What follows belongs to an exercise in optimizing a design on an open flow for small area, a short achievable clock period and few clock cycles per item; a production flow would make more cautious choices.
At most, simulation tests tie the RTL to the original design; equivalence was not proved.
The RTL of runs 4 and 7 was laid out without a check of its function.
No activity file was given, so power comes from the tool's default toggle rates.

File: flow/config.mk
export PLATFORM = sky130hd
export DESIGN_NAME = set_membership_table_top
export DESIGN_NICKNAME = set_membership_table_top
export VERILOG_FILES = /design/flow/design.v
export SDC_FILE = /design/flow/constraint.sdc
export NUM_CORES = 4
export LEC_CHECK = 0
export CAP_MARGIN = 20
export CORE_MARGIN = 2
export CORE_UTILIZATION = 40
export PLACE_DENSITY = 0.5
export SETUP_SLACK_MARGIN = 1.4
export SLEW_MARGIN = 20
File: flow/constraint.sdc
create_clock -name core_clock -period 3.4 [get_ports {clk}]
set_input_delay 0.6800 -clock core_clock [delete_from_list [all_inputs] [get_ports {clk}]]
set_output_delay 0.6800 -clock core_clock [all_outputs]
set_load 0.01 [all_outputs]
File: flow/design.v
package smt_pkg;
  localparam int CAPACITY = 16;
  localparam int KEY_BITS = 32;
  localparam int IDX_W = $clog2(CAPACITY);
  localparam int CNT_W = $clog2(CAPACITY + 1);
  localparam int COUNT_OUT_W = 5;
  localparam int REQ_W = 2;
  localparam int IN_DATA_W = ((KEY_BITS + 7) / 8) * 8;
  localparam int OUT_DATA_W = 8;
  localparam logic [REQ_W-1:0] REQ_LOOKUP = 2'd0;
  localparam logic [REQ_W-1:0] REQ_INSERT = 2'd1;
  localparam logic [REQ_W-1:0] REQ_REMOVE = 2'd2;
  typedef enum logic [1:0] {
    ST_IDLE,
    ST_MATCH,
    ST_UPDATE
  } state_t;
  typedef struct packed {
    logic load;
    logic match;
    logic commit;
  } cmd_t;
endpackage
module smt_ctrl (
  input  logic          clk,
  input  logic          rst_n,
  input  logic          in_tvalid,
  output logic          in_tready,
  input  logic          out_tvalid,
  input  logic          out_tready,
  output smt_pkg::cmd_t cmd
);
  logic [1:0] held_r, held_nxt;
  logic       pop;
  logic       ready_any_r;     
  logic       ready_pop_r;     
  assign pop        = out_tvalid && out_tready;
  assign in_tready  = ready_any_r || (ready_pop_r && out_tready);
  assign cmd.load   = in_tvalid && in_tready;
  assign cmd.match  = 1'b0;
  assign cmd.commit = 1'b0;
  assign held_nxt = held_r + {1'b0, cmd.load} - {1'b0, pop};
  always_ff @(posedge clk) begin
    if (!rst_n) begin
      held_r      <= '0;
      ready_any_r <= 1'b1;
      ready_pop_r <= 1'b0;
    end else begin
      held_r      <= held_nxt;
      ready_any_r <= held_nxt <= 2'd1;
      ready_pop_r <= held_nxt == 2'd2;
    end
  end
endmodule
module smt_dpath (
  input  logic                            clk,
  input  logic                            rst_n,
  input  smt_pkg::cmd_t                   cmd,
  input  logic                            out_tready,
  input  logic [smt_pkg::REQ_W-1:0]       req_in,
  input  logic [smt_pkg::KEY_BITS-1:0]    key_in,
  output logic                            out_tvalid,
  output logic                            was_present,
  output logic [smt_pkg::COUNT_OUT_W-1:0] entry_count,
  output logic                            dropped
);
  localparam int CAP = smt_pkg::CAPACITY;
  logic [smt_pkg::KEY_BITS-1:0] store_r [CAP];
  logic [CAP-1:0]               valid_r;
  logic [CAP-1:0]               free_r;       
  logic [CAP-1:0]               free_nxt;     
  logic [CAP-1:0]               free_keep;    
  logic [smt_pkg::CNT_W-1:0]    count_r, count_nxt, count_hit, count_miss;
  logic [CAP-1:0]               cmp_match;
  logic                         cmp_same;
  logic                         upd_valid_r;
  logic [smt_pkg::KEY_BITS-1:0] upd_key_r;
  logic [smt_pkg::REQ_W-1:0]    upd_req_r;
  logic [CAP-1:0]               upd_match_r;
  logic [CAP-1:0]               match;
  logic                         hit, full, is_ins, is_rem, ins_ok, rem_ok, ins_new;
  localparam int RES_W = 1 + smt_pkg::COUNT_OUT_W + 1;
  logic [RES_W-1:0] res;
  logic [RES_W-1:0] res_r [2];
  logic             wr_sel_r, rd_sel_r;    
  logic [1:0]       res_count_r;           
  logic             out_valid_r;
  logic             pop;
  assign cmp_same = (upd_key_r == key_in);
  always_comb begin
    for (int i = 0; i < CAP; i++) begin
      cmp_match[i] = (valid_r[i] && (store_r[i] == key_in)) || (free_r[i] && cmp_same);
    end
  end
  always_ff @(posedge clk) begin
    upd_key_r   <= key_in;
    upd_req_r   <= req_in;
    upd_match_r <= cmp_match;
  end
  always_ff @(posedge clk) begin
    if (!rst_n) begin
      upd_valid_r <= 1'b0;
    end else begin
      upd_valid_r <= cmd.load;
    end
  end
  always_comb begin
    for (int i = 0; i < CAP; i++) begin
      match[i] = valid_r[i] && upd_match_r[i];
    end
  end
  assign hit    = |match;
  assign full   = count_r[smt_pkg::IDX_W];
  assign is_ins = (upd_req_r == smt_pkg::REQ_INSERT);
  assign is_rem = (upd_req_r == smt_pkg::REQ_REMOVE);
  assign ins_ok = upd_valid_r && is_ins && !full;
  assign rem_ok = upd_valid_r && is_rem;
  assign count_hit  = rem_ok ? count_r - 1'b1 : count_r;
  assign count_miss = ins_ok ? count_r + 1'b1 : count_r;
  assign count_nxt  = hit ? count_hit : count_miss;
  always_comb begin
    for (int i = 0; i < CAP; i++) begin
      free_nxt[i] = !(valid_r[i] || free_r[i]) &&
                    (((valid_r | free_r) & ~({CAP{1'b1}} << i)) == ~({CAP{1'b1}} << i));
    end
  end
  assign ins_new = ins_ok && !hit;
  always_comb begin
    for (int i = 0; i < CAP; i++) begin
      free_keep[i] = free_r[i] || (rem_ok && full && match[i]);
    end
  end
  always_ff @(posedge clk) begin
    if (!rst_n) begin
      count_r <= '0;
      valid_r <= '0;
      free_r  <= CAP'(1);
    end else begin
      count_r <= count_nxt;
      for (int i = 0; i < CAP; i++) begin
        valid_r[i] <= (valid_r[i] && !(rem_ok && match[i])) || (ins_new && free_r[i]);
      end
      free_r <= ins_new ? free_nxt : free_keep;
    end
  end
  always_ff @(posedge clk) begin
    for (int i = 0; i < CAP; i++) begin
      if (free_r[i]) begin
        store_r[i] <= upd_key_r;
      end
    end
  end
  assign res = {is_ins && full && !hit, count_nxt, hit};
  assign pop = out_valid_r && out_tready;
  always_ff @(posedge clk) begin
    if (!rst_n) begin
      wr_sel_r    <= 1'b0;
      rd_sel_r    <= 1'b0;
      res_count_r <= '0;
      out_valid_r <= 1'b0;
    end else begin
      wr_sel_r    <= wr_sel_r ^ upd_valid_r;
      rd_sel_r    <= rd_sel_r ^ pop;
      res_count_r <= res_count_r + {1'b0, upd_valid_r} - {1'b0, pop};
      out_valid_r <= (res_count_r + {1'b0, upd_valid_r} - {1'b0, pop}) != 2'd0;
    end
  end
  always_ff @(posedge clk) begin
    for (int j = 0; j < 2; j++) begin
      if (upd_valid_r && wr_sel_r == 1'(j)) begin
        res_r[j] <= res;
      end
    end
  end
  assign out_tvalid  = out_valid_r;
  assign was_present = res_r[rd_sel_r][0];
  assign entry_count = res_r[rd_sel_r][smt_pkg::COUNT_OUT_W:1];
  assign dropped     = res_r[rd_sel_r][RES_W-1];
endmodule
module set_membership_table_top (
  input  logic                           clk,
  input  logic                           rst_n,
  input  logic                           in_tvalid,
  output logic                           in_tready,
  input  logic [smt_pkg::IN_DATA_W-1:0]  in_tdata,   
  input  logic [smt_pkg::REQ_W-1:0]      in_tuser,   
  output logic                           out_tvalid,
  input  logic                           out_tready,
  output logic [smt_pkg::OUT_DATA_W-1:0] out_tdata   
);
  smt_pkg::cmd_t                   cmd;
  logic                            was_present;
  logic [smt_pkg::COUNT_OUT_W-1:0] entry_count;
  logic                            dropped;
  smt_ctrl u_ctrl (
    .clk        (clk),
    .rst_n      (rst_n),
    .in_tvalid  (in_tvalid),
    .in_tready  (in_tready),
    .out_tvalid (out_tvalid),
    .out_tready (out_tready),
    .cmd        (cmd)
  );
  smt_dpath u_dpath (
    .clk         (clk),
    .rst_n       (rst_n),
    .cmd         (cmd),
    .out_tready  (out_tready),
    .req_in      (in_tuser),
    .key_in      (in_tdata[smt_pkg::KEY_BITS-1:0]),
    .out_tvalid  (out_tvalid),
    .was_present (was_present),
    .entry_count (entry_count),
    .dropped     (dropped)
  );
  assign out_tdata = {1'b0, dropped, entry_count, was_present};
endmodule
File: flow/flow/run.sh
#!/bin/bash
# The standard ORFS flow, run in two parts:
#  1. synthesis exactly as standard.sh makes it;
#  2. floorplan to final layout with two changes:
#     - the clock tree is built with larger sink clusters and without the
#       dummy loads CTS adds to balance it;
#     - delay cells are kept out of port buffering and timing repair, so the
#       port buffers are plain buffers (flow/dont_use.tcl, run before each
#       OpenROAD step).
# Each part's full output goes to its own log file in this folder; ORFS's
# per-step logs stay under orfs/logs/.
set -euo pipefail
W=$(pwd)

bash standard.sh synth > "$W/flow_synth.log" 2>&1

export CTS_ARGS="-sink_clustering_enable -repair_clock_nets -dont_use_dummy_load -sink_clustering_size 30 -sink_clustering_max_diameter 60"
for step in FLOORPLAN GLOBAL_PLACE_SKIP_IO IO_PLACEMENT GLOBAL_PLACE RESIZE DETAIL_PLACE REPAIR_TIMING_POST_PLACE CTS GLOBAL_ROUTE DETAIL_ROUTE FILLCELL; do
  export PRE_${step}_TCL="$W/flow/dont_use.tcl"
done

bash standard.sh > "$W/flow_layout.log" 2>&1
File: flow/flow/dont_use.tcl
# Keep delay cells out of port buffering and timing repair.
set_dont_use [get_lib_cells {sky130_fd_sc_hd__dlygate* sky130_fd_sc_hd__clkdlybuf*}]
File: flow/standard.sh
#!/bin/bash
# synth_recipe.tcl (not shown) runs the flow's synth.tcl, then flattens the netlist and writes it again
# the make line also repeats each setting of config.mk as NAME=value (left out here)
make -C /OpenROAD-flow-scripts/flow DESIGN_CONFIG=/design/flow/config.mk WORK_HOME=/design/flow/orfs CLKGATE_MAP_FILE= SYNTH_SCRIPT=/design/flow/synth_recipe.tcl "${@:-finish}"
==> results of run 1 <==
## power by group through the flow
stage	Sequential [mW]	Combinational, mW	Clock (mW)
final	8.68	1.45	4.97
after global placement	8.85	1.30	0
after floorplan	8.84	0.809	0
after detailed placement	8.86	1.30	0
after CTS	8.67	1.41	5.08
after global routing	8.70	1.55	5.30
## routing by layer
| layer | wire (um) | GRT usage [%] | up-vias | part of all wire (%) |
|---|---|---|---|---|
| li1 | - | - | 6446 | - |
| met1 | 36700 | 35.5 | 7776 | 44 |
| met2 | 41100 | 43.3 | 490 | 49 |
| met3 | 4150 | 2.38 | 93 | 4.9 |
| met4 | 2430 | 7.28 | 0 | 2.9 |
| met5 | 0 | 0 | - | 0 |
## state kept, by name, indices dropped and copies added (netlist names), 2 cells and up
| name | count |
|---|---|
| u_dpath.upd_key_r | 32 |
| u_dpath.upd_match_r | 16 |
| u_dpath.store_r | 512 |
| u_dpath.res_r | 14 |
| u_dpath.count_r | 5 |
| u_ctrl.held_r | 2 |
| u_dpath.res_count_r | 2 |
| u_dpath.free_r | 16 |
| u_dpath.valid_r | 16 |
| u_dpath.upd_req_r | 2 |
## what timing repair did
item / CTS / global route
setup endpoints to repair: 71 / 49
buffers inserted: 28 / 6
pin swaps: 45 / 30
resized for setup: 169 / 95
## stage by stage
step	setup WS, ns	utilization, %	cell area [um^2]	power (mW)	setup TNS [ns]
2_1_floorplan	0.841	-	26100	9.65	0
3_3_place_gp	-0.112	43.1	27100	10.1	-0.112
3_5_place_dp	0.107	43.1	27200	10.2	0
4_1_cts	1.21	46.3	29100	15.2	0
5_1_grt	1.19	46.9	29500	15.6	0
6_report	1.25	46.9	29500	15.1	0
## how the worst max path moves through the flow
| stage | start | slack (ns) | depth (start not counted) | end |
|---|---|---|---|---|
| after floorplan | u_dpath.free_r[1] | 0.84 | 7 | u_dpath.free_r[14] |
| after global placement | in_tdata[21] | -0.11 | 8 | u_dpath.upd_match_r[14] |
| after detailed placement | in_tdata[16] | 0.11 | 7 | u_dpath.upd_match_r[11] |
| after CTS | u_dpath.rd_sel_r | 1.21 | 2 | out_tdata[1] |
| after global routing | u_dpath.valid_r[0] | 1.19 | 7 | u_dpath.free_r[14] |
| final | u_dpath.valid_r[0] | 1.25 | 7 | u_dpath.free_r[14] |
## critical path, cell delays in order, from the launching register on
cell and delay (ns):
dfxtp_4 0.36, buf_1 0.10, o22a_4 0.15, o21ai_4 0.05
or3_4 0.34, or4_4 0.43, or4_4 0.43, a211oi_2 0.18
## area by class of cell
| type | instances | share of cell area, % |
|---|---|---|
| Sequential cell | 623 | 60.4 |
| Timing Repair Buffer | 215 | 4.99 |
| Clock buffer | 47 | 3.98 |
| Inverter | 9 | 0.157 |
| Tap cell | 846 | 3.58 |
| Multi-Input combinational cell | 970 | 26.9 |
## kinds of logic (layout without fill, tap and decap cells)
kind of cell    count (synthesis)  in the layout  share of synthesized area, %
flops                         623            623                          69.7
other cells                     1              1                        0.0147
xor+xnor                      551            551                          19.0
compound gates                 92             92                          2.49
fa+ha+maj                       8              8                         0.393
simple gates                  308            308                          6.61
buf+inv                        92            271                          1.41
mux                            10             10                         0.428
## synthesized netlist by cell type (7+ instances only)
cell type	n	area share [%]
nand3_1	17	0.33
o41ai_1	16	0.55
inv_1	8	0.12
clkbuf_1	78	1.2
nand4_1	115	2.8
nand2_1	73	1.1
nor2_1	25	0.37
o21a_1	8	0.24
a21oi_1	22	0.43
and2_1	9	0.22
mux2_2	7	0.31
a31oi_1	14	0.34
dfxtp_1	97	7.6
edfxtp_1	526	62
a22oi_1	8	0.24
xor2_1	99	3.4
xnor2_1	452	16
nor4_1	50	1.2
a211oi_1	8	0.24
ha_1	8	0.39
==> notes.md, run 1 <==
* Outcome: timing/DRC/antenna clean
* Number of enable flip-flop cells after synthesis at ~530
* Drt wl/cell at between 30 and 40 um
* Slew @ Worst Pin at roughly 1.1 ns
* Hold Path Stages at 1
* RSZ-0062 raised after global routing: yes
* Clock slew seen by the registers of the worst setup and hold paths at ~0.090 ns
* Number of global-route vias before repair at between 10000 and 15000
* CTS root buffer: clkbuf_16
* Combinational power share at a little under a tenth
* NetSw at between 3 and 4 mW
* Cell count of the worst reg-to-reg path at 7
* Clock Latency Late Sink at slightly above 0.6 ns
* # rows at 92
* Area delta synth->final at 16.0%
* Pre-antenna DRT Iters at 5
* Critical Path Source Type: flip-flop
* DP Cell Count at roughly 2600
* Fill cells at 5545
* Hold Vio Cnt, Final at 0
* Commonest cells after routing, fill and taps aside: edfxtp_1, xnor2_1, nand4_1
* Final setup viols at 0
* Hold WS at roughly 0.19 ns
* CP required at roughly 4 ns
* CORE AREA at between 60000 and 70000 um^2
* Syn Nets at between 1500 and 2000
* Tot GR Track Use at ~26%
* Ys async rst share at 0%
* Filler-free cell count of the finished design at ~2700
* Post-DP HPWL at between 50 and 60 mm
* CTS Buffer Depth at 3
* First-pass GRT wire length at around 120 mm
* Worst vdd ir at around 0.3 mV
* Largest net degree at the start of global routing at 38
* PD cells at 511 nW/um^2
* CTS sink cnt at between 600 and 700
* Inserted Clock Buffers at between 40 and 50
* Max Slew Vio Count at 0
* Post-synth cell types at 46
* Flop pwr share at between 50 and 60%
* Reg2reg end: u_dpath.free_r[14]
* Die H at 256 um
* Gr ovfl total at 0
* Worst hold path type: in2reg
* DRC at 0
* Final #Nets at 1912
* Yosys warning count at 4
* Initial DRC count at between 1500 and 2000
* Initial antenna violation count at 3
* Top Ports at between 40 and 50
* Crit-path max FO at 2
* Ys flop type: edfxtp_1
* Via count at about 15000
* Die W at 256 um
* Max frequency at 0.466 GHz
* Routed Antenna Nets at 0
* Vias per inst at 5.46
* P_leak at 9.22 nW
* Mapped Cells at 1685
* Min Tclk post-route at about 2.1 ns
* Layout cells sized above 1 at about 17%
* Commonest non-fill, non-tap cell in the layout: edfxtp_1
* Mean Syn Cell Area at between 15 and 20 um^2
* Final WL at about 84 mm
* Hold Path Origin: in_tuser[0]
* #FFs+latches synth at a little over 600
* Origin of the critical flop-to-flop path: u_dpath.valid_r[0]
* FF+latch area at ~18000 um^2
* Hold EP: u_dpath.upd_req_r[0]
* Worst Skew at roughly 0.057 ns
* Mapped cell area at approximately 25000 um^2
* Hold-fix buffer count after cts at 0
* DIE AREA at roughly 66000 um^2
* Worst reg2reg setup slack at ~1.3 ns
* CTS tree: built
* Initial Util at between 40% and 50%
* Critical setup path kind: reg2reg
* RD Place Congestion at roughly 0.84
* Antenna Cells at 0
* Sequential-to-total area share from yosys stat at 69.7%
* Tcrit/Tclk final at approximately 63%
* Sw Ratio at 23.8%
* P_int at approximately 12 mW
* H-tree levels at 2
* Worst endpoint data arrival time at ~2.7 ns
* IO Port Bufs at 46
* Multi-input logic area at a little under 8000 um^2
* Max-Cap Viols at 0
* Slew HR at 24.6%
* Clock power share at 32.9%
* CP Capture Type: flip-flop
Testbench counts, summed over its fixed seeds: cycles 12,016, items 12,000.
==> inputs of run 2 (changes only) <==
--- a/flow/config.mk
+++ b/flow/config.mk
@@ -5,9 +5,10 @@
 export SDC_FILE = /design/flow/constraint.sdc
 export NUM_CORES = 4
 export LEC_CHECK = 0
+export ABC_CLOCK_PERIOD_IN_PS = 1800
 export CAP_MARGIN = 20
 export CORE_MARGIN = 2
 export CORE_UTILIZATION = 40
-export PLACE_DENSITY = 0.5
+export PLACE_DENSITY = 0.6
 export SETUP_SLACK_MARGIN = 1.4
 export SLEW_MARGIN = 20
==> notes.md, run 2 <==
* Outcome: timing/DRC/antenna clean
* Vias per inst at around 5.6
* Worst hold path type: in2reg
* Min Tclk post-route at 2.13 ns
* Routed Antenna Nets at 0
* CP required at 2.72 ns
* DRC at 0
* CTS root buffer: clkbuf_16
* Biggest register: u_dpath.store_r
* RD Place Congestion at 0.890
* Ys async rst share at 0%
* Cell with the most instances after synthesis: edfxtp_1
* Via count at approximately 15000
* Most instantiated cells after synthesis: edfxtp_1, xnor2_1, nand4_1
* Syn Nets at roughly 1700
* Post-DP HPWL at 53.3 mm
* Inserted Clock Buffers at 40
* Worst Setup Slack, final at 1.27 ns
* CTS tree: built
* IO Port Bufs at 46
* DIE AREA at around 66000 um^2
* Tcrit/Tclk final at roughly 63%
* CORE AREA at 63000 um^2
* Final WL at between 80 and 90 mm
* Synth top area cells: edfxtp_1, xnor2_1, dfxtp_1
* Max-Cap Viols at 0
* Sequential-to-total area share from yosys stat at between 60% and 70%
* # rows at just over 90
* Layout cells sized above 1 at ~17%
* Area delta synth->final at 15.4%
* Final Util at between 40% and 50%
* Number of global-route vias before repair at roughly 15000
* First-pass GRT wire length at 113 mm
* H-tree levels at 2
* Critical Path Source Type: flip-flop
* CP Capture Type: output port
* Initial antenna violation count at 2
* Pre-antenna DRT Iters at 5
* Number of flip-flops in the largest register at approximately 510
* Max Slew Vio Count at 0
* Commonest non-fill, non-tap cell in the layout: edfxtp_1
* Worst reg2reg setup slack at 1.35 ns
* P_leak at between 9 and 10 nW
* Clock Latency Late Sink at roughly 0.61 ns
* Mapped cell area at roughly 25000 um^2
* Worst Skew at slightly below 0.1 ns
* Post-synth cell types at 46
* Slew @ Worst Pin at 1.15 ns
* Max frequency at roughly 0.47 GHz
* Clock slew seen by the registers of the worst setup and hold paths at 0.08 ns
* PD cells at between 400 and 500 nW/um^2
* Critical setup path kind: reg2out
* Final setup viols at 0
* Total negative setup slack at 0 ns
* Top Ports at 48
* Die W at 256 um
* Largest net degree at the start of global routing at 38
* Yosys top cell by area: edfxtp_1
* CTS Buffer Depth at 3
* CTS sink cnt at 623
* Slew HR at between 20% and 30%
* Initial DRC count at 1848
* Gr ovfl total at 0
* Commonest cells after routing, fill and taps aside: edfxtp_1, xnor2_1, nand4_1
* Crit-path max FO at 8
* Mapped Cells at around 1700
* RSZ-0062 raised after global routing: yes
* Worst vdd ir at between 0.4 and 0.5 mV
* Hold-fix buffer count after cts at 0
* Initial Util at approximately two fifths
* Hold WS at roughly 0.20 ns
* Yosys warning count at 4
* Final #Nets at ~1900
* Tot GR Track Use at 24.3%
* Hold Vio Cnt, Final at 0
* Share of the synthesized area in the top cell type at a little over 60%
* Number of enable flip-flop cells after synthesis at between 500 and 600
* Worst endpoint data arrival time at between 1 and 1.5 ns
* #FFs+latches synth at around 620
* Antenna Cells at 0
* Drt wl/cell at between 20 and 30 um
* Placement Setup Slack at 0.185 ns
* Final Power at ~15 mW
* Mean Syn Cell Area at between 15 and 20 um^2
* Die H at 256 um
* Largest regs: u_dpath.store_r: 512 flops, u_dpath.upd_key_r: 32 flops
* Ys flop type: edfxtp_1
-- run 2: final timing paths --
kind,from,end,depth (start not counted)
worst max register to register,u_dpath.store_r[0][5],u_dpath.upd_match_r[0],5
worst min register to register,u_dpath.upd_key_r[23],u_dpath.store_r[15][23],0
worst max-delay path,u_dpath.rd_sel_r,out_tdata[2],2
worst min-delay path,in_tuser[1],u_dpath.upd_req_r[1],1
-- run 2: what timing repair did --
item                       in CTS  in global routing
resized for setup             143                112
setup endpoints to repair      69                 80
gates cloned                    1                  0
pin swaps                      28                 40
buffers inserted               27                 27
-- run 2: logic make-up (layout without fill, tap and decap cells) --
family | Yosys count | after routing | share of synthesized area [%]
adder cells (fa/ha/maj) | 8 | 8 | 0.393
XOR/XNOR | 551 | 551 | 19.0
flip-flops | 623 | 623 | 69.7
buffers and inverters | 92 | 280 | 1.41
multiplexers | 10 | 10 | 0.428
AND/OR/NAND/NOR | 308 | 308 | 6.61
other | 1 | 1 | 0.0147
AO/OA/AOI/OAI | 92 | 92 | 2.49
-- run 2: worst max-delay path: stages (launching register included) --
cell and delay (ns):
dfxtp_4 0.43, mux2_4 0.32, buf_6 0.12
-- run 2: per-stage QoR --
step           instances  area [um^2]
2_1_floorplan       1685        26100
3_5_place_dp        2624        27100
3_3_place_gp        2623        27100
4_1_cts             2692        28900
5_1_grt             2719        29400
6_report            2719        29400
-- run 2: layer usage --
metal | track usage [%] | share of wire, %
met5 | 0 | 0
met1 | 33.1 | 40
met2 | 40.1 | 48
met3 | 3.17 | 7.8
met4 | 8.85 | 3.9
-- run 2: power by group --
group,switching (mW),internal (mW)
clock,2.42,2.09
combinational,0.901,0.565
sequential,0.153,8.51
total,3.47,11.2
-- run 2: area by class of cell --
class	count	area [um^2]
clock buffers	40	1000
fillers	5563	33600
inverters	9	41.3
multi-input cells	970	7930
flip-flops and latches	623	17800
well taps	846	1060
repair buffers	231	1510
==> inputs of run 3 (changes only) <==
--- a/flow/flow/run.sh
+++ b/flow/flow/run.sh
@@ -14,7 +14,7 @@
 
 bash standard.sh synth > "$W/flow_synth.log" 2>&1
 
-export CTS_ARGS="-sink_clustering_enable -repair_clock_nets -dont_use_dummy_load -sink_clustering_size 30 -sink_clustering_max_diameter 60"
+export CTS_ARGS="-sink_clustering_enable -repair_clock_nets -dont_use_dummy_load -sink_clustering_size 30 -sink_clustering_max_diameter 60 -root_buf sky130_fd_sc_hd__clkbuf_16 -buf_list {sky130_fd_sc_hd__clkbuf_8 sky130_fd_sc_hd__clkbuf_16}"
 for step in FLOORPLAN GLOBAL_PLACE_SKIP_IO IO_PLACEMENT GLOBAL_PLACE RESIZE DETAIL_PLACE REPAIR_TIMING_POST_PLACE CTS GLOBAL_ROUTE DETAIL_ROUTE FILLCELL; do
   export PRE_${step}_TCL="$W/flow/dont_use.tcl"
 done
==> notes.md, run 3 <==
* Number of flip-flops in the largest register at approximately 510
* Total negative setup slack at 0 ns
* Routed Antenna Nets at 0
* P_leak at between 9 and 10 nW
* #FFs+latches synth at between 600 and 700
* Adder-cell share of the synthesized area at less than 1%
* Post-DP HPWL at around 53 mm
* Via count at 15100
* Pre-antenna DRT Iters at 5
* Top Metal Used: met4
* Largest family of logic cells by synthesized area: XOR/XNOR gates
* Critical path's largest stage delay at around 0.43 ns
* Cell family with most CP delay: flip-flops
* Layout cells sized above 1 at 17.2%
* Clock Latency Late Sink at just over 0.6 ns
* Most instantiated cells after synthesis: edfxtp_1, xnor2_1, nand4_1
* Die H at 256 um
* Post-synthesis xor/xnor area fraction at between 10% and 20%
* Post-Synth Simple-Gate Area at around 6.6%
* Min Tclk post-route at around 2.1 ns
* Top Ports at 48
* Worst reg2reg setup slack at between 1 and 1.5 ns
* Final Util at 46.7%
* Worst endpoint data arrival time at roughly 1.5 ns
* Worst Skew at roughly 0.098 ns
* Crit-path max FO at 8
* RSZ-0062 raised after global routing: yes
* IO Port Bufs at 46
* Critical Path Source Type: flip-flop
* DIE AREA at between 60000 and 70000 um^2
* Biggest register: u_dpath.store_r
* CTS tree: built
* First-pass GRT wire length at 113 mm
* Routed length on met3 at ~6.3 mm
* Syn Nets at ~1700
* Ys async rst share at 0%
* Post-synthesis mux area share at less than 1%
* Number of enable flip-flop cells after synthesis at ~530
* CP bufs+invs at 1
* Hold-fix buffer count after cts at 0
* Mapped cell area at approximately 25000 um^2
* # rows at 92
* Mapped Cells at about 1700
* Cell with the most instances after synthesis: edfxtp_1
* Drt wl/cell at a little under 30 um
* Placement Setup Slack at around 0.18 ns
* Final #Nets at 1921
* Commonest non-fill, non-tap cell in the layout: edfxtp_1
* Clock slew seen by the registers of the worst setup and hold paths at 0.08 ns
* Commonest cells after routing, fill and taps aside: edfxtp_1, xnor2_1, nand4_1
* Inserted Clock Buffers at 40
* Worst vdd ir at 0.474 mV
* Initial DRC count at 1848
* CTS sink cnt at between 600 and 700
* Yosys warning count at 4
* DP Cell Count at about 2600
* Ys flop type: edfxtp_1
* Post-synth cell types at 46
* Final setup viols at 0
* Number of global-route vias before repair at approximately 15000
* Slew @ Worst Pin at between 1 and 1.5 ns
* DRT met1 WL at 32.5 mm
* Yosys top cell by area: edfxtp_1
* Largest regs: u_dpath.store_r: 512 flops, u_dpath.upd_key_r: 32 flops
* RD Place Congestion at between 0.8 and 0.9
* Max frequency at 0.470 GHz
* Hold Vio Cnt, Final at 0
* Tcrit/Tclk final at between 60% and 70%
* Worst hold path type: in2reg
* CP Capture Type: output port
* Slew HR at between 20% and 30%
* Antenna Cells at 0
* Crit-path slowest cell: dfxtp_4
* CP required at between 2 and 3 ns
* Vias per inst at between 5 and 6
* Final Power at 14.6 mW
* Mean Syn Cell Area at approximately 15 um^2
* Critical setup path kind: reg2out
* CORE AREA at approximately 63000 um^2
* H-tree levels at 2
* Initial antenna violation count at 2
* Initial Util at between 40% and 50%
* Max Slew Vio Count at 0
* Synth Area in Compound Gates at 2.49%
* Max-Cap Viols at 0
* Synth top area cells: edfxtp_1, xnor2_1, dfxtp_1
* Critical-path cell list: mux2_4, buf_6
* CTS root buffer: clkbuf_16
* Largest net degree at the start of global routing at 38
* Filler-free cell count of the finished design at about 2700
* Final WL at 80.8 mm
* Area delta synth->final at 15.4%
* Tot GR Track Use at between 20% and 30%
* PD cells at between 400 and 500 nW/um^2
* Metal2 WL at 38.8 mm
* Share of the synthesized area in the top cell type at 62.1%
* Sequential-to-total area share from yosys stat at a little over two thirds
* CTS Buffer Depth at 3
* Outcome: timing/DRC/antenna clean
* DRC at 0
* Gr ovfl total at 0
* Worst Setup Slack, final at roughly 1.3 ns
* Die W at ~260 um
==> run 3: cell counts in the layout (fill, tap and decap cells not counted) <==
Identical to the previous run, type by type.
==> run 3: logic make-up after synthesis <==
logic type,after synthesis
DFF,623
xor gates and xnor gates,551
and+or+nand+nor,308
AOI/OAI and AO/OA,92
buffers and inverters,92
muxes,10
adders and majority gates,8
other,1
==> run 3: worst reg2reg max path, stage by stage, from the launching register on <==
cell and delay, ns:
edfxtp_1 0.38, xnor2_1 0.20, nand4_1 0.42, nor4_2 0.40, nand4_1 0.28, o41ai_2 0.28
==> run 3: timing repair <==
| action | 4_1_cts | 5_1_grt |
|---|---|---|
| resized for setup | 143 | 112 |
| buffers inserted | 27 | 27 |
| gates cloned | 1 | 0 |
| pin swaps | 28 | 40 |
| setup endpoints to repair | 69 | 80 |
==> run 3: final timing paths <==
kind                              start                      end  cells after the start
setup / recovery       u_dpath.rd_sel_r             out_tdata[2]                      2
hold / removal              in_tuser[1]     u_dpath.upd_req_r[1]                      1
setup reg to reg  u_dpath.store_r[0][5]   u_dpath.upd_match_r[0]                      5
hold reg to reg   u_dpath.upd_key_r[23]  u_dpath.store_r[15][23]                      0
==> run 3: per-layer routing <==
layer / vias up / global-route usage [%]
met1: 7810 / 33.1
met5: - / 0
met3: 131 / 3.17
met4: 0 / 8.85
met2: 708 / 40.1
li1: 6469 / -
==> run 3: cell type report <==
class,instances,area [um^2]
clock buffers,40,1000
fillers,5563,33600
inverters,9,41.3
multi-input cells,970,7930
flip-flops and latches,623,17800
well taps,846,1060
repair buffers,231,1510
==> run 3: through the flow <==
stage          instance area, um^2  hold slack [ns]
2_1_floorplan                26100            0.475
4_1_cts                      28900            0.179
6_report                     29400            0.201
5_1_grt                      29400            0.188
3_3_place_gp                 27100            0.520
3_5_place_dp                 27100            0.528
==> run 3: where the power goes <==
| group | internal [mW] | switching [mW] | total (mW) |
|---|---|---|---|
| Clock | 2.09 | 2.42 | 4.51 |
| Sequential | 8.51 | 0.153 | 8.66 |
| Combinational | 0.565 | 0.901 | 1.47 |
| Total | 11.2 | 3.47 | 14.6 |
==> inputs of run 4 (changes only) <==
--- a/flow/design.v
+++ b/flow/design.v
@@ -82,14 +82,16 @@
   localparam int RES_W = 1 + smt_pkg::COUNT_OUT_W + 1;
   logic [RES_W-1:0] res;
   logic [RES_W-1:0] res_r [2];
-  logic             wr_sel_r, rd_sel_r;    
+  logic [RES_W-1:0] out_res;
+  logic             wr_sel_r;              
+  logic [1:0]       rd_sel_r;              
   logic [1:0]       res_count_r;           
   logic             out_valid_r;
   logic             pop;
   assign cmp_same = (upd_key_r == key_in);
   always_comb begin
     for (int i = 0; i < CAP; i++) begin
-      cmp_match[i] = (valid_r[i] && (store_r[i] == key_in)) || (free_r[i] && cmp_same);
+      cmp_match[i] = free_r[i] ? cmp_same : (store_r[i] == key_in);
     end
   end
   always_ff @(posedge clk) begin
@@ -155,12 +157,14 @@
   always_ff @(posedge clk) begin
     if (!rst_n) begin
       wr_sel_r    <= 1'b0;
-      rd_sel_r    <= 1'b0;
+      rd_sel_r    <= 2'b01;
       res_count_r <= '0;
       out_valid_r <= 1'b0;
     end else begin
       wr_sel_r    <= wr_sel_r ^ upd_valid_r;
-      rd_sel_r    <= rd_sel_r ^ pop;
+      if (pop) begin
+        rd_sel_r <= {rd_sel_r[0], rd_sel_r[1]};
+      end
       res_count_r <= res_count_r + {1'b0, upd_valid_r} - {1'b0, pop};
       out_valid_r <= (res_count_r + {1'b0, upd_valid_r} - {1'b0, pop}) != 2'd0;
     end
@@ -173,9 +177,15 @@
     end
   end
   assign out_tvalid  = out_valid_r;
-  assign was_present = res_r[rd_sel_r][0];
-  assign entry_count = res_r[rd_sel_r][smt_pkg::COUNT_OUT_W:1];
-  assign dropped     = res_r[rd_sel_r][RES_W-1];
+  always_comb begin
+    out_res = '0;
+    for (int j = 0; j < 2; j++) begin
+      out_res = out_res | (res_r[j] & {RES_W{rd_sel_r[j]}});
+    end
+  end
+  assign was_present = out_res[0];
+  assign entry_count = out_res[smt_pkg::COUNT_OUT_W:1];
+  assign dropped     = out_res[RES_W-1];
 endmodule
 module set_membership_table_top (
   input  logic                           clk,
--- a/flow/flow/run.sh
+++ b/flow/flow/run.sh
@@ -14,7 +14,7 @@
 
 bash standard.sh synth > "$W/flow_synth.log" 2>&1
 
-export CTS_ARGS="-sink_clustering_enable -repair_clock_nets -dont_use_dummy_load -sink_clustering_size 30 -sink_clustering_max_diameter 60 -root_buf sky130_fd_sc_hd__clkbuf_16 -buf_list {sky130_fd_sc_hd__clkbuf_8 sky130_fd_sc_hd__clkbuf_16}"
+export CTS_ARGS="-sink_clustering_enable -repair_clock_nets -dont_use_dummy_load -sink_clustering_size 30 -sink_clustering_max_diameter 60"
 for step in FLOORPLAN GLOBAL_PLACE_SKIP_IO IO_PLACEMENT GLOBAL_PLACE RESIZE DETAIL_PLACE REPAIR_TIMING_POST_PLACE CTS GLOBAL_ROUTE DETAIL_ROUTE FILLCELL; do
   export PRE_${step}_TCL="$W/flow/dont_use.tcl"
 done
==> notes.md, run 4 <==
* Mapped cell area at between 20000 and 30000 um^2
* Clock slew seen by the registers of the worst setup and hold paths at ~0.090 ns
* Mean Syn Cell Area at between 15 and 20 um^2
* Routed Antenna Nets at 0
* Final WL at a little over 80 mm
* Number of flip-flops in the largest register at 512
* Die W at about 260 um
* Slew HR at between 20% and 30%
* Fill cells at between 5000 and 6000
* Tcrit/Tclk final at about 60%
* CTS Buffer Depth at 3
* First-pass GRT wire length at between 100 and 150 mm
* Tot GR Track Use at 24.4%
* Drt wl/cell at 30.5 um
* Area delta synth->final at 12.4%
* Via count at 15300
* Max Slew Vio Count at 0
* Critical Path Source Type: flip-flop
* Ys flop type: edfxtp_1
* Final Util at between 40% and 50%
* Min Tclk post-route at between 2 and 2.5 ns
* Critical Path Sink: u_dpath.upd_match_r[2]
* Slew @ Worst Pin at ~1.1 ns
* Yosys warning count at 4
* DP Cell Count at ~2600
* CTS root buffer: clkbuf_16
* Yosys top cell by area: edfxtp_1
* FF+latch area at 17900 um^2
* Gr ovfl total at 0
* Hold Vio Cnt, Final at 0
* Share of the synthesized area in the top cell type at between 60% and 70%
* Multi-input logic area at 7670 um^2
* Filler-free cell count of the finished design at roughly 2700
* Commonest non-fill, non-tap cell in the layout: edfxtp_1
* Outcome: timing/DRC/antenna clean
* Hold WS at about 0.18 ns
* Worst hold path type: in2reg
* Antenna Cells at 0
* Number of enable flip-flop cells after synthesis at around 530
* Die H at 257 um
* Initial antenna violation count at 2
* Hold Path Stages at 1
* Max-Cap Viols at 0
* Inserted Clock Buffers at 42
* Sequential-to-total area share from yosys stat at 69.3%
* CTS sink cnt at 624
* Final setup viols at 0
* Largest regs: u_dpath.store_r: 512 flops, u_dpath.upd_key_r: 32 flops
* Pre-antenna DRT Iters at 5
* Max frequency at 0.491 GHz
* Origin of the critical flop-to-flop path: u_dpath.upd_key_r[29]
* Final #Nets at 1884
* Largest net degree at the start of global routing at 38
* Post-synth cell types at 50
* Initial DRC count at between 1500 and 2000
* Clock Latency Late Sink at roughly 0.62 ns
* CP required at slightly below 4 ns
* Worst Skew at 0.0824 ns
* H-tree levels at 2
* Cell count of the worst reg-to-reg path at 6
* PD cells at 510 nW/um^2
* #FFs+latches synth at around 620
* Worst reg2reg setup slack at 1.36 ns
* RSZ-0062 raised after global routing: yes
* Top Ports at 48
* Critical setup path kind: reg2reg
* CORE AREA at around 63000 um^2
* Biggest register: u_dpath.store_r
* Crit-path max FO at 12
* Initial Util at about two fifths
* Worst endpoint data arrival time at ~2.6 ns
* Number of global-route vias before repair at around 15000
* Worst vdd ir at between 0.3 and 0.4 mV
* Post-DP HPWL at slightly above 50 mm
* Layout cells sized above 1 at 14.2%
* RD Place Congestion at 0.881
* Ys async rst share at 0%
* Cell with the most instances after synthesis: edfxtp_1
* CP Capture Type: flip-flop
* Synth top area cells: edfxtp_1, xnor2_1, dfxtp_1
* Reg2reg end: u_dpath.upd_match_r[2]
* Syn Nets at 1733
* # rows at 92
* Mapped Cells at about 1700
* Commonest cells after routing, fill and taps aside: edfxtp_1, xnor2_1, xor2_1
* CTS tree: built
* DIE AREA at about 66000 um^2
* Most instantiated cells after synthesis: edfxtp_1, xnor2_1, xor2_1
* Critical Path Start: u_dpath.upd_key_r[29]
* IO Port Bufs at 46
* DRC at 0
* Total negative setup slack at 0 ns
* Vias per inst at around 5.7
* P_leak at slightly below 9 nW
## run 4: final cells by class
type | count | share of cell area [%]
repair inverters | 1 | 0.0174
inverters | 13 | 0.191
multi-input cells | 965 | 26.6
flip-flops and latches | 624 | 62.0
repair buffers | 191 | 3.85
well taps | 846 | 3.68
clock buffers | 42 | 3.65
## run 4: through the flow
step / setup WS (ns) / area [um^2] / total power [mW]
4_1_cts: 1.36 / 28500 / 14.7
3_3_place_gp: 0.453 / 27100 / 10.1
2_1_floorplan: 1.40 / 25700 / 9.59
6_report: 1.36 / 28800 / 14.7
5_1_grt: 1.34 / 28800 / 15.1
3_5_place_dp: 0.417 / 27100 / 10.1
## run 4: where the power goes
group | switching, mW | internal, mW
clock | 2.45 | 2.19
sequential | 0.188 | 8.52
combinational | 0.866 | 0.481
total | 3.50 | 11.2
## run 4: worst max-delay path: stages, from the launching register on
cell and delay (ns):
dfxtp_2 0.50, xor2_1 0.27, nor4_4 0.37, nand4_1 0.20, nor2_4 0.23, buf_6 0.22, a32o_1 0.18
## run 4: worst min-delay path by stage
stage | start | to | slack [ns]
floorplan | u_dpath.count_r[3] | u_dpath.count_r[3] | 0.48
global placement | u_dpath.upd_key_r[12] | u_dpath.store_r[4][12] | 0.51
detailed placement | u_dpath.upd_key_r[12] | u_dpath.store_r[4][12] | 0.51
CTS | in_tuser[1] | u_dpath.upd_req_r[1] | 0.16
global route | in_tuser[1] | u_dpath.upd_req_r[1] | 0.16
finish | in_tuser[0] | u_dpath.upd_req_r[0] | 0.18
## run 4: cells by family after synthesis
group | after synthesis | synth area share, %
DFF | 624 | 69.3
buffers and inverters | 98 | 1.70
and+or+nand+nor | 305 | 6.75
other | 1 | 0.0146
AOI/OAI and AO/OA | 99 | 2.96
muxes | 4 | 0.156
adders and majority gates | 8 | 0.391
xor gates and xnor gates | 548 | 18.7
## run 4: routing by layer
metal | track usage (%) | vias up | part of all wire [%]
li1 | - | 6428 | -
met1 | 32.4 | 7940 | 40
met2 | 40.5 | 743 | 48
met3 | 3.20 | 151 | 7.6
met4 | 9.85 | 0 | 4.4
met5 | 0 | - | 0
## run 4: repair_timing
action                     in CTS  in global routing
hold buffers                    0                  0
gates resized for setup        49                 64
setup endpoints to repair      75                 61
setup buffers                  23                  7
pin swaps                       4                 12
cloned                          1                  3
==> inputs of run 5 (changes only) <==
--- a/flow/design.v
+++ b/flow/design.v
@@ -91,7 +91,7 @@
   assign cmp_same = (upd_key_r == key_in);
   always_comb begin
     for (int i = 0; i < CAP; i++) begin
-      cmp_match[i] = free_r[i] ? cmp_same : (store_r[i] == key_in);
+      cmp_match[i] = (valid_r[i] && (store_r[i] == key_in)) || (free_r[i] && cmp_same);
     end
   end
   always_ff @(posedge clk) begin
==> notes.md, run 5 <==
* Max frequency at 0.498 GHz
* DRC at 0
* Inserted Clock Buffers at 39
* Critical setup path kind: in2reg
* Clock slew seen by the registers of the worst setup and hold paths at approximately 0.090 ns
* CTS root buffer: clkbuf_16
* Pre-antenna DRT Iters at 5
* Clock Latency Late Sink at 0.61 ns
* Share of the synthesized area in the top cell type at between 60% and 70%
* First-pass GRT wire length at 115 mm
* Initial antenna violation count at 4
* Area delta synth->final at 14.4%
* Sequential-to-total area share from yosys stat at between 60% and 70%
* Most instantiated cells after synthesis: edfxtp_1, xnor2_1, nand4_1
* Yosys top cell by area: edfxtp_1
* Worst endpoint data arrival time at ~2.5 ns
* Final WL at around 82 mm
* Crit-path max FO at 5
* Crit-path slowest cell: nand4_1
* Initial Util at between 40% and 50%
* Gr ovfl total at 0
* Routed Antenna Nets at 0
* Number of global-route vias before repair at 14600
* PD cells at approximately 500 nW/um^2
* Mapped Cells at ~1700
* Drt wl/cell at between 30 and 40 um
* P_leak at approximately 9 nW
* Total negative setup slack at 0 ns
* DIE AREA at 65900 um^2
* CORE AREA at 63100 um^2
* Vias per inst at roughly 5.7
* Number of enable flip-flop cells after synthesis at about 530
* Die H at ~260 um
* Hold-fix buffer count after cts at 0
* Syn Nets at around 1700
* Origin of the critical flop-to-flop path: u_dpath.upd_key_r[30]
* RSZ-0062 raised after global routing: yes
* Commonest non-fill, non-tap cell in the layout: edfxtp_1
* CP required at approximately 3.9 ns
* H-tree levels at 2
* Post-DP HPWL at 54.3 mm
* Top Ports at 48
* Slew HR at between 10% and 20%
* CTS Buffer Depth at 3
* Commonest cells after routing, fill and taps aside: edfxtp_1, xnor2_1, nand4_1
* Worst Skew at 0.0713 ns
* Ys async rst share at 0%
* Critical Path Start: in_tdata[28]
* Critical Path Source Type: input pin
* Critical-path cell list: buf_1, buf_12, buf_4, xnor2_1, nand4_1, nor4_2, nand4_1, o41ai_1
* Most used cell, CP: nand4_1
* #FFs+latches synth at 624
* Cell with the most instances after synthesis: edfxtp_1
* Tcrit/Tclk final at approximately 59%
* Mean Syn Cell Area at approximately 15 um^2
* Via count at around 15000
* CTS sink cnt at between 600 and 700
* CTS tree: built
* Worst hold path type: in2reg
* Worst vdd ir at ~0.41 mV
* Hold WS at 0.184 ns
* IO Port Bufs at between 40 and 50
* Critical path's largest stage delay at approximately 0.39 ns
* Biggest register: u_dpath.store_r
* Tot GR Track Use at 24.8%
* Largest net degree at the start of global routing at 38
* Layout cells sized above 1 at 15.6%
* Hold Path Origin: in_tuser[0]
* Final #Nets at 1918
* Max-Cap Viols at 0
* CP Capture Type: flip-flop
* Final setup viols at 0
* Hold Vio Cnt, Final at 0
* Initial DRC count at roughly 2100
* Mapped cell area at roughly 26000 um^2
* # rows at 92
* Max Slew Vio Count at 0
* Post-synth cell types at 47
* Outcome: timing/DRC/antenna clean
* Ys flop type: edfxtp_1
* Slew @ Worst Pin at 1.26 ns
* RD Place Congestion at about 0.88
* Number of flip-flops in the largest register at 512
* Synth top area cells: edfxtp_1, xnor2_1, dfxtp_1
* Die W at between 200 and 300 um
* Largest regs: u_dpath.store_r: 512 flops, u_dpath.upd_key_r: 32 flops
* Yosys warning count at 4
* Min Tclk post-route at ~2.0 ns
run 5: cell types whose count changed after synthesis, moves of 15 or more:
| cell | previous run | this run |
|---|---|---|
| nand4_1 | 96 | 115 |
| a22oi_1 | 24 | 8 |
| xor2_1 | 159 | 99 |
| buf_2 | 42 | 57 |
| nor3_1 | 32 | 6 |
| nand2_1 | 35 | 78 |
| o41ai_1 | 0 | 16 |
| xnor2_1 | 389 | 451 |
run 5: logic make-up after synthesis:
group	share of synthesized area (%)
adders and majority gates	0.392
xor gates and xnor gates	18.9
DFF	69.5
buffers and inverters	1.76
AOI/OAI and AO/OA	2.59
other	0.0147
and+or+nand+nor	6.79
muxes	0.118
run 5: final cells by class:
cell class	instances	area, um^2
Multi-Input combinational cell	974	7870
Fill cell	5616	33800
Tap cell	846	1060
Clock buffer	39	976
Inverter	10	37.5
Timing Repair Buffer	223	1430
Sequential cell	624	17900
Antenna cell	1	2.50
run 5: final timing paths:
check | cells after the start | end | slack [ns]
max reg2reg | 10 | u_dpath.upd_match_r[6] | 1.41
min | 1 | u_dpath.upd_req_r[0] | 0.18
min reg2reg | 0 | u_dpath.store_r[5][27] | 0.50
max | 8 | u_dpath.upd_match_r[7] | 1.39
run 5: per-stage QoR:
step                      utilization (%)  cell area, um^2  setup slack [ns]  std cells  power [mW]
after floorplan                         -            25800              1.40       1692        9.67
after global placement               43.1            27200           -0.0744       2644        10.2
after detailed placement             43.1            27200            -0.113       2644        10.2
after CTS                            45.4            28700              1.32       2701        14.6
after global routing                 46.4            29200              1.34       2716        15.0
final                                46.4            29200              1.39       2717        14.6
run 5: where the power goes:
group | switching [mW] | total [mW] | internal [mW]
Sequential | 0.200 | 8.74 | 8.54
Clock | 2.42 | 4.47 | 2.04
Combinational | 0.901 | 1.44 | 0.537
Total | 3.53 | 14.6 | 11.1
run 5: per-layer routing:
layer  global-route usage (%)  vias to the layer above  wire length [um]
met5                        0                        -                 0
met2                     38.6                      891             37700
met1                     35.9                     7963             33200
met4                     7.40                        0              2340
met3                     3.75                      114              9180
li1                         -                     6475                 -
run 5: critical path, delay by kind of cell:
family | cells | cell delay (ns)
simple gates | 3 | 0.85
xor+xnor | 1 | 0.12
buf+inv | 3 | 0.45
compound gates | 1 | 0.36
run 5: timing repair:
action | in CTS | in global routing
cloned | 0 | 2
resized for setup | 116 | 125
buffers inserted | 18 | 13
pin swaps | 15 | 34
setup endpoints to repair | 90 | 72
Testbench counts of run 5, summed over its fixed seeds: cycles 12,016, items 12,000.
==> inputs of run 6 (changes only) <==
--- a/flow/config.mk
+++ b/flow/config.mk
@@ -5,10 +5,9 @@
 export SDC_FILE = /design/flow/constraint.sdc
 export NUM_CORES = 4
 export LEC_CHECK = 0
-export ABC_CLOCK_PERIOD_IN_PS = 1800
 export CAP_MARGIN = 20
 export CORE_MARGIN = 2
 export CORE_UTILIZATION = 40
 export PLACE_DENSITY = 0.6
-export SETUP_SLACK_MARGIN = 1.4
+export SETUP_SLACK_MARGIN = 1.55
 export SLEW_MARGIN = 20
==> notes.md, run 6 <==
* Drt wl/cell at 29.9 um
* CTS tree: built
* Worst Skew at roughly 0.11 ns
* Sequential-to-total area share from yosys stat at around 69%
* Top Ports at between 40 and 50
* Post-DP HPWL at 52.2 mm
* Gr ovfl total at 0
* Worst endpoint data arrival time at 1.34 ns
* Cell count of the worst reg-to-reg path at 9
* Hold Path Origin: in_tuser[1]
* Initial antenna violation count at 2
* Post-synth cell types at 47
* IO Port Bufs at 46
* P_leak at 9.44 nW
* Critical setup path kind: reg2out
* Placed cell area at between 20000 and 30000 um^2
* Die H at 257 um
* Worst vdd ir at approximately 0.37 mV
* Routed Antenna Nets at 0
* Worst Setup Slack, final at between 1 and 1.5 ns
* Max Slew Vio Count at 0
* RSZ-0062 raised after global routing: yes
* Yosys top cell by area: edfxtp_1
* Worst reg2reg setup slack at 1.39 ns
* Number of flip-flops in the largest register at ~510
* Synth top area cells: edfxtp_1, xnor2_1, dfxtp_1
* Mean Syn Cell Area at 15.1 um^2
* Clock slew seen by the registers of the worst setup and hold paths at roughly 0.08 ns
* Total negative setup slack at 0 ns
* Hold WS at between 0.15 and 0.2 ns
* RD Place Congestion at 0.902
* Min Tclk post-route at just over 2 ns
* Initial Util at about two fifths
* CP required at around 2.7 ns
* Commonest non-fill, non-tap cell in the layout: edfxtp_1
* CTS sink cnt at roughly 620
* Hold Vio Cnt, Final at 0
* Die W at around 260 um
* Largest net degree at the start of global routing at 37
* Layout cells sized above 1 at 19.9%
* Final #Nets at 1917
* Hold EP: u_dpath.upd_req_r[1]
* Placement Setup Slack at 0.441 ns
* Number of global-route vias before repair at approximately 15000
* Reg2reg end: u_dpath.count_r[1]
* Post-route cell area at between 20000 and 30000 um^2
* Vias per inst at 5.63
* Mapped Cells at 1692
* CTS Buffer Depth at 3
* Origin of the critical flop-to-flop path: u_dpath.upd_match_r[7]
* Via count at 15300
* Critical-path cell list: a22o_1, buf_6
* Tot GR Track Use at 24.3%
* DIE AREA at approximately 66000 um^2
* Critical path's largest stage delay at around 0.38 ns
* Critical Path Source Type: flip-flop
* First-pass GRT wire length at between 100 and 150 mm
* Ys async rst share at 0%
* Max frequency at 0.495 GHz
* Slew HR at 19.8%
* Area delta synth->final at 16.5%
* Syn Nets at roughly 1700
* Clock Latency Late Sink at 0.65 ns
* #FFs+latches synth at 624
* Hold-fix buffer count after cts at 0
* PD cells at about 500 nW/um^2
* Hold Path Stages at 1
* Cell family with most CP delay: flip-flops
* Tcrit/Tclk final at approximately 60%
* CP Capture Type: output port
* Share of the synthesized area in the top cell type at 61.8%
* H-tree levels at 2
* Initial DRC count at between 1500 and 2000
* Mapped cell area at between 20000 and 30000 um^2
* Commonest cells after routing, fill and taps aside: edfxtp_1, xnor2_1, nand4_1
* Yosys warning count at 4
* DP Cell Count at approximately 2600
* Crit-path slowest cell: dfxtp_4
* CP bufs+invs at 1
* Inserted Clock Buffers at a little over 40
* DRC at 0
* Number of enable flip-flop cells after synthesis at roughly 530
* Most instantiated cells after synthesis: edfxtp_1, xnor2_1, nand4_1
* Filler-free cell count of the finished design at 2716
* Cell with the most instances after synthesis: edfxtp_1
* Ys flop type: edfxtp_1
* Crit-path max FO at 8
* Final setup viols at 0
* # rows at 92
* Outcome: timing/DRC/antenna clean
* Biggest register: u_dpath.store_r
* Largest regs: u_dpath.store_r: 512 flops, u_dpath.upd_key_r: 32 flops
* CORE AREA at around 63000 um^2
* Pre-antenna DRT Iters at 7
* Worst hold path type: in2reg
* CTS root buffer: clkbuf_16
* Slew @ Worst Pin at approximately 1.2 ns
* Max-Cap Viols at 0
* Final WL at 81.1 mm
[run 6: what timing repair did]
| item | 4_1_cts | 5_1_grt |
|---|---|---|
| gates cloned | 5 | 0 |
| pin swaps | 37 | 72 |
| gates resized for setup | 206 | 132 |
| buffers inserted | 24 | 13 |
| setup endpoints to repair | 97 | 74 |
[run 6: worst register-to-register path: cells and delay by family, from the launching register on]
kind                   cells  cell delay (ns)
AND/OR/NAND/NOR            3             0.45
flip-flops                 1             0.37
AO/OA/AOI/OAI              3             0.57
buffers and inverters      3             0.45
[run 6: per-stage QoR]
step | utilization, % | power [mW]
after floorplan | - | 9.74
after global placement | 43.0 | 10.2
after detailed placement | 43.1 | 10.2
after CTS | 46.2 | 14.8
after global routing | 47.2 | 15.3
final | 47.2 | 14.9
[run 6: per-layer routing]
metal / vias to the layer above / part of all wire (%) / global-route usage [%]
li1: 6476 / - / -
met1: 7925 / 41 / 34.6
met2: 761 / 46 / 38.3
met3: 118 / 8.6 / 3.74
met4: 2 / 3.6 / 7.74
met5: - / 0.016 / 0
[run 6: worst max path at each step]
stage               cells after the start                      end                    from  slack (ns)
floorplan                               8   u_dpath.upd_match_r[5]            in_tdata[12]        1.43
global placement                        8  u_dpath.upd_match_r[15]            in_tdata[28]        0.46
detailed placement                      7   u_dpath.upd_match_r[2]            in_tdata[11]        0.44
CTS                                     2             out_tdata[5]     u_dpath.res_r[0][5]        1.37
global route                            9        u_dpath.free_r[2]  u_dpath.upd_match_r[7]        1.32
finish                                  2             out_tdata[5]     u_dpath.rd_sel_r[0]        1.38
[run 6: where the power goes]
part           switching, mW  internal [mW]  leakage [nW]  total [mW]
clock                   2.47           2.14         0.505        4.61
sequential             0.215           8.55          5.63        8.76
combinational          0.913          0.600          3.31        1.51
[run 6: cells by family (layout without fill, tap and decap cells)]
group | Yosys count | after routing | share of synthesized area [%]
muxes | 3 | 3 | 0.118
DFF | 624 | 624 | 69.5
other | 1 | 2 | 0.0147
buffers and inverters | 94 | 271 | 1.76
and+or+nand+nor | 315 | 315 | 6.79
AOI/OAI and AO/OA | 97 | 97 | 2.59
xor gates and xnor gates | 550 | 550 | 18.9
adders and majority gates | 8 | 8 | 0.392
[run 6: final cells by class]
class	count	area [um^2]
antenna	1	2.50
clock buffer	41	1030
fill	5542	33300
inverter	10	47.5
multi-input combinational	974	8200
sequential	624	17900
tap	846	1060
timing repair buffer	220	1570
==> inputs of run 7 (changes only) <==
--- a/flow/design.v
+++ b/flow/design.v
@@ -67,9 +67,7 @@
   localparam int CAP = smt_pkg::CAPACITY;
   logic [smt_pkg::KEY_BITS-1:0] store_r [CAP];
   logic [CAP-1:0]               valid_r;
-  logic [CAP-1:0]               free_r;       
-  logic [CAP-1:0]               free_nxt;     
-  logic [CAP-1:0]               free_keep;    
+  logic [CAP-1:0]               free;         
   logic [smt_pkg::CNT_W-1:0]    count_r, count_nxt, count_hit, count_miss;
   logic [CAP-1:0]               cmp_match;
   logic                         cmp_same;
@@ -91,7 +89,7 @@
   assign cmp_same = (upd_key_r == key_in);
   always_comb begin
     for (int i = 0; i < CAP; i++) begin
-      cmp_match[i] = (valid_r[i] && (store_r[i] == key_in)) || (free_r[i] && cmp_same);
+      cmp_match[i] = free[i] ? cmp_same : (store_r[i] == key_in);
     end
   end
   always_ff @(posedge clk) begin
@@ -122,32 +120,24 @@
   assign count_nxt  = hit ? count_hit : count_miss;
   always_comb begin
     for (int i = 0; i < CAP; i++) begin
-      free_nxt[i] = !(valid_r[i] || free_r[i]) &&
-                    (((valid_r | free_r) & ~({CAP{1'b1}} << i)) == ~({CAP{1'b1}} << i));
+      free[i] = !valid_r[i] && ((valid_r & ~({CAP{1'b1}} << i)) == ~({CAP{1'b1}} << i));
     end
   end
   assign ins_new = ins_ok && !hit;
-  always_comb begin
-    for (int i = 0; i < CAP; i++) begin
-      free_keep[i] = free_r[i] || (rem_ok && full && match[i]);
-    end
-  end
   always_ff @(posedge clk) begin
     if (!rst_n) begin
       count_r <= '0;
       valid_r <= '0;
-      free_r  <= CAP'(1);
     end else begin
       count_r <= count_nxt;
       for (int i = 0; i < CAP; i++) begin
-        valid_r[i] <= (valid_r[i] && !(rem_ok && match[i])) || (ins_new && free_r[i]);
-      end
-      free_r <= ins_new ? free_nxt : free_keep;
-    end
-  end
-  always_ff @(posedge clk) begin
-    for (int i = 0; i < CAP; i++) begin
-      if (free_r[i]) begin
+        valid_r[i] <= (valid_r[i] && !(rem_ok && match[i])) || (ins_new && free[i]);
+      end
+    end
+  end
+  always_ff @(posedge clk) begin
+    for (int i = 0; i < CAP; i++) begin
+      if (free[i]) begin
         store_r[i] <= upd_key_r;
       end
     end
--- a/flow/config.mk
+++ b/flow/config.mk
@@ -9,5 +9,5 @@
 export CORE_MARGIN = 2
 export CORE_UTILIZATION = 40
 export PLACE_DENSITY = 0.6
-export SETUP_SLACK_MARGIN = 1.55
+export SETUP_SLACK_MARGIN = 1.4
 export SLEW_MARGIN = 20
==> notes.md, run 7 <==
* Initial antenna violation count at 0
* P_int at 10.9 mW
* #FFs+latches synth at approximately 610
* Clock slew seen by the registers of the worst setup and hold paths at 0.08 ns
* Combinational power share at 8.2%
* Total negative setup slack at 0 ns
* Initial DRC count at slightly below 2000
* Mean Syn Cell Area at ~16 um^2
* Die W at around 250 um
* Layout cells sized above 1 at between 10% and 20%
* Final setup viols at 0
* Slew @ Worst Pin at 1.21 ns
* Sequential-to-total area share from yosys stat at 69.9%
* Slew HR at 19.3%
* Area delta synth->final at 16.6%
* DRC at 0
* NetSw at 3.27 mW
* CTS Buffer Depth at 3
* Yosys top cell by area: edfxtp_1
* Clock Latency Late Sink at 0.62 ns
* PD cells at 486 nW/um^2
* Syn Nets at between 1500 and 2000
* Worst vdd ir at between 0.5 and 0.6 mV
* Worst reg2reg setup slack at ~1.2 ns
* IO Port Bufs at 46
* Post-DP HPWL at roughly 49 mm
* Cell count of the worst reg-to-reg path at 7
* Hold Path Origin: in_tuser[1]
* Via count at approximately 15000
* Largest net degree at the start of global routing at 35
* Tot GR Track Use at 24.3%
* Hold-fix buffer count after cts at 0
* P_leak at 8.92 nW
* Largest regs: u_dpath.store_r: 512 flops, u_dpath.upd_key_r: 32 flops
* First-pass GRT wire length at 108 mm
* CTS tree: built
* Final WL at 80.8 mm
* Hold Path Stages at 1
* Synth top area cells: edfxtp_1, xnor2_1, dfxtp_1
* CP required at 3.91 ns
* Antenna Cells at 0
* Gr ovfl total at 0
* Critical Path Source Type: flip-flop
* Hold EP: u_dpath.upd_req_r[1]
* DIE AREA at approximately 64000 um^2
* DP Cell Count at about 2500
* Flop pwr share at between 50% and 60%
* CP Capture Type: flip-flop
* Reg2reg end: u_dpath.upd_match_r[2]
* Max Slew Vio Count at 0
* RD Place Congestion at 0.853
* Min Tclk post-route at ~2.2 ns
* Post-synth cell types at 47
* Routed Antenna Nets at 0
* Number of flip-flops in the largest register at slightly above 500
* H-tree levels at 2
* Inserted Clock Buffers at 43
* Top Ports at between 40 and 50
* Pre-antenna DRT Iters at 5
* Critical setup path kind: reg2reg
* Critical Path Start: u_dpath.store_r[2][18]
* Clock power share at between 30% and 40%
* Drt wl/cell at between 30 and 40 um
* Number of enable flip-flop cells after synthesis at around 530
* Critical path's largest stage delay at a little over 0.6 ns
* Mapped cell area at ~25000 um^2
* FF+latch area at 17500 um^2
* Most used cell, CP: nand4_1
* CTS sink cnt at around 610
* Final #Nets at between 1500 and 2000
* # rows at between 90 and 100
* Commonest non-fill, non-tap cell in the layout: edfxtp_1
* Die H at roughly 250 um
* Biggest register: u_dpath.store_r
* Origin of the critical flop-to-flop path: u_dpath.store_r[2][18]
* Yosys warning count at 4
* Max-Cap Viols at 0
* Initial Util at between 40% and 50%
* Cell with the most instances after synthesis: edfxtp_1
* Critical-path cell list: xnor2_1, nand4_1, or4_4, nor4_4, buf_2, nand4_1, o32ai_1
* Outcome: timing/DRC/antenna clean
* CORE AREA at about 62000 um^2
* Worst endpoint data arrival time at about 2.7 ns
* Crit-path slowest cell: or4_4
* Max frequency at around 0.46 GHz
* Worst hold path type: in2reg
* Tcrit/Tclk final at ~64%
* Fill cells at ~5400
* Commonest cells after routing, fill and taps aside: edfxtp_1, xnor2_1, nand4_1
* Ys async rst share at 0%
* Sw Ratio at 23.1%
* Vias per inst at between 5 and 6
* CTS root buffer: clkbuf_16
* RSZ-0062 raised after global routing: yes
* Hold Vio Cnt, Final at 0
* Worst Skew at between 0.07 and 0.08 ns
* Ys flop type: edfxtp_1
* Share of the synthesized area in the top cell type at between 60 and 70%
* Filler-free cell count of the finished design at ~2600
* Mapped Cells at approximately 1600
* Crit-path max FO at 1
* Number of global-route vias before repair at around 14000
* Most instantiated cells after synthesis: edfxtp_1, xnor2_1, nand4_1
* Multi-input logic area at 7430 um^2
run 7: cell type report:
cell class	count	share of cell area (%)
clock buffer	43	3.70
sequential	608	60.1
inverter	13	0.176
multi-input combinational	908	25.5
tap	837	3.60
timing repair buffer	239	6.84
run 7: worst max path at each step:
stage / endpoint / slack, ns / cells past startpoint
finish: u_dpath.upd_match_r[2] / 1.22 / 7
CTS: u_dpath.upd_match_r[2] / 1.25 / 7
global route: u_dpath.valid_r[8] / 1.13 / 17
global placement: u_dpath.upd_match_r[2] / 0.10 / 8
detailed placement: u_dpath.upd_match_r[2] / 0.15 / 8
floorplan: u_dpath.store_r[13][0] / 0.82 / 4
run 7: repair_timing:
action	in CTS	in global routing
setup buffers	35	22
pin swaps	13	24
gates cloned	5	16
resized for setup	89	89
endpoints found under the setup margin	325	356
run 7: kinds of logic (layout without fill, tap and decap cells):
| kind of cell | after synthesis | in the layout | share of synthesized area [%] |
|---|---|---|---|
| AOI/OAI and AO/OA | 39 | 39 | 1.12 |
| and+or+nand+nor | 293 | 293 | 6.95 |
| other | 1 | 1 | 0.0150 |
| xor gates and xnor gates | 550 | 550 | 19.3 |
| adders and majority gates | 8 | 8 | 0.401 |
| buffers and inverters | 88 | 295 | 1.56 |
| muxes | 17 | 17 | 0.702 |
| DFF | 608 | 608 | 69.9 |
run 7: metrics by stage:
stage | power, mW | area, um^2 | hold WS, ns | setup slack [ns] | util, %
CTS | 14.2 | 28300 | 0.151 | 1.25 | 45.8
detailed placement | 9.60 | 26600 | 0.505 | 0.146 | 43.1
global route | 14.5 | 29100 | 0.170 | 1.13 | 47.1
finish | 14.1 | 29100 | 0.175 | 1.22 | 47.1
floorplan | 9.13 | 25000 | 0.478 | 0.816 | -
global placement | 9.58 | 26600 | 0.495 | 0.104 | 43.1
run 7: per-layer routing:
metal	GRT usage, %	vias to the layer above	share of wire, %
met2	40.5	746	48
li1	-	6190	-
met3	3.10	119	8.9
met1	33.3	7491	40
met5	0	-	0
met4	7.29	0	3.3
run 7: worst max-delay path, delay by kind of cell (launching register included):
family	cells	cell delay [ns]
simple gates	4	1.19
flops	1	0.41
buf+inv	1	0.20
xor+xnor	1	0.15
compound gates	1	0.13
run 7: power by group through the flow:
stage / Clock, mW / Sequential (mW) / Combinational, mW
global placement: 0 / 8.49 / 1.09
global route: 4.94 / 8.33 / 1.22
floorplan: 0 / 8.47 / 0.654
detailed placement: 0 / 8.49 / 1.10
finish: 4.66 / 8.33 / 1.16
CTS: 4.72 / 8.33 / 1.13

-- re-timing with driven ports --
Ports are ideal in the flow. The routed layouts listed here were re-timed in OpenROAD.
Step 1 assumes that a clkbuf_16 drives the clock port and a buf_2 every other input.
Step 2 adds t to the input delays and takes it off the output delays; t is the mean of the earliest and latest rising clock arrival at the registers after step 1. Input paths then give back, and output paths get back, about the clock's delay inside the block.
Three values: ideal, step 1, step 2; two values: the first two.
| run | t, ns | slack for setup (ns) | pins driven straight from the clock port |
|---|---|---|---|
| run 1 | 0.647 | 1.252 / 1.189 / 0.698 | 1 |
| run 2 | 0.623 | 1.273 / 1.213 / 0.748 | 1 |
| run 3 | 0.623 | 1.273 / 1.213 / 0.748 | 1 |
| run 4 | 0.634 | 1.363 / 1.323 / 0.771 | 1 |
| run 5 | 0.632 | 1.391 / 1.352 / 0.785 | 1 |
| run 6 | 0.657 | 1.379 / 1.317 / 0.800 | 1 |
| run 7 | 0.642 | 1.224 / 1.224 / 0.702 | 1 |
After both steps every run listed still meets setup and hold. The setup slack of run 5, which loses most, moves by -0.039 ns with the drivers and by -0.606 ns with both steps.
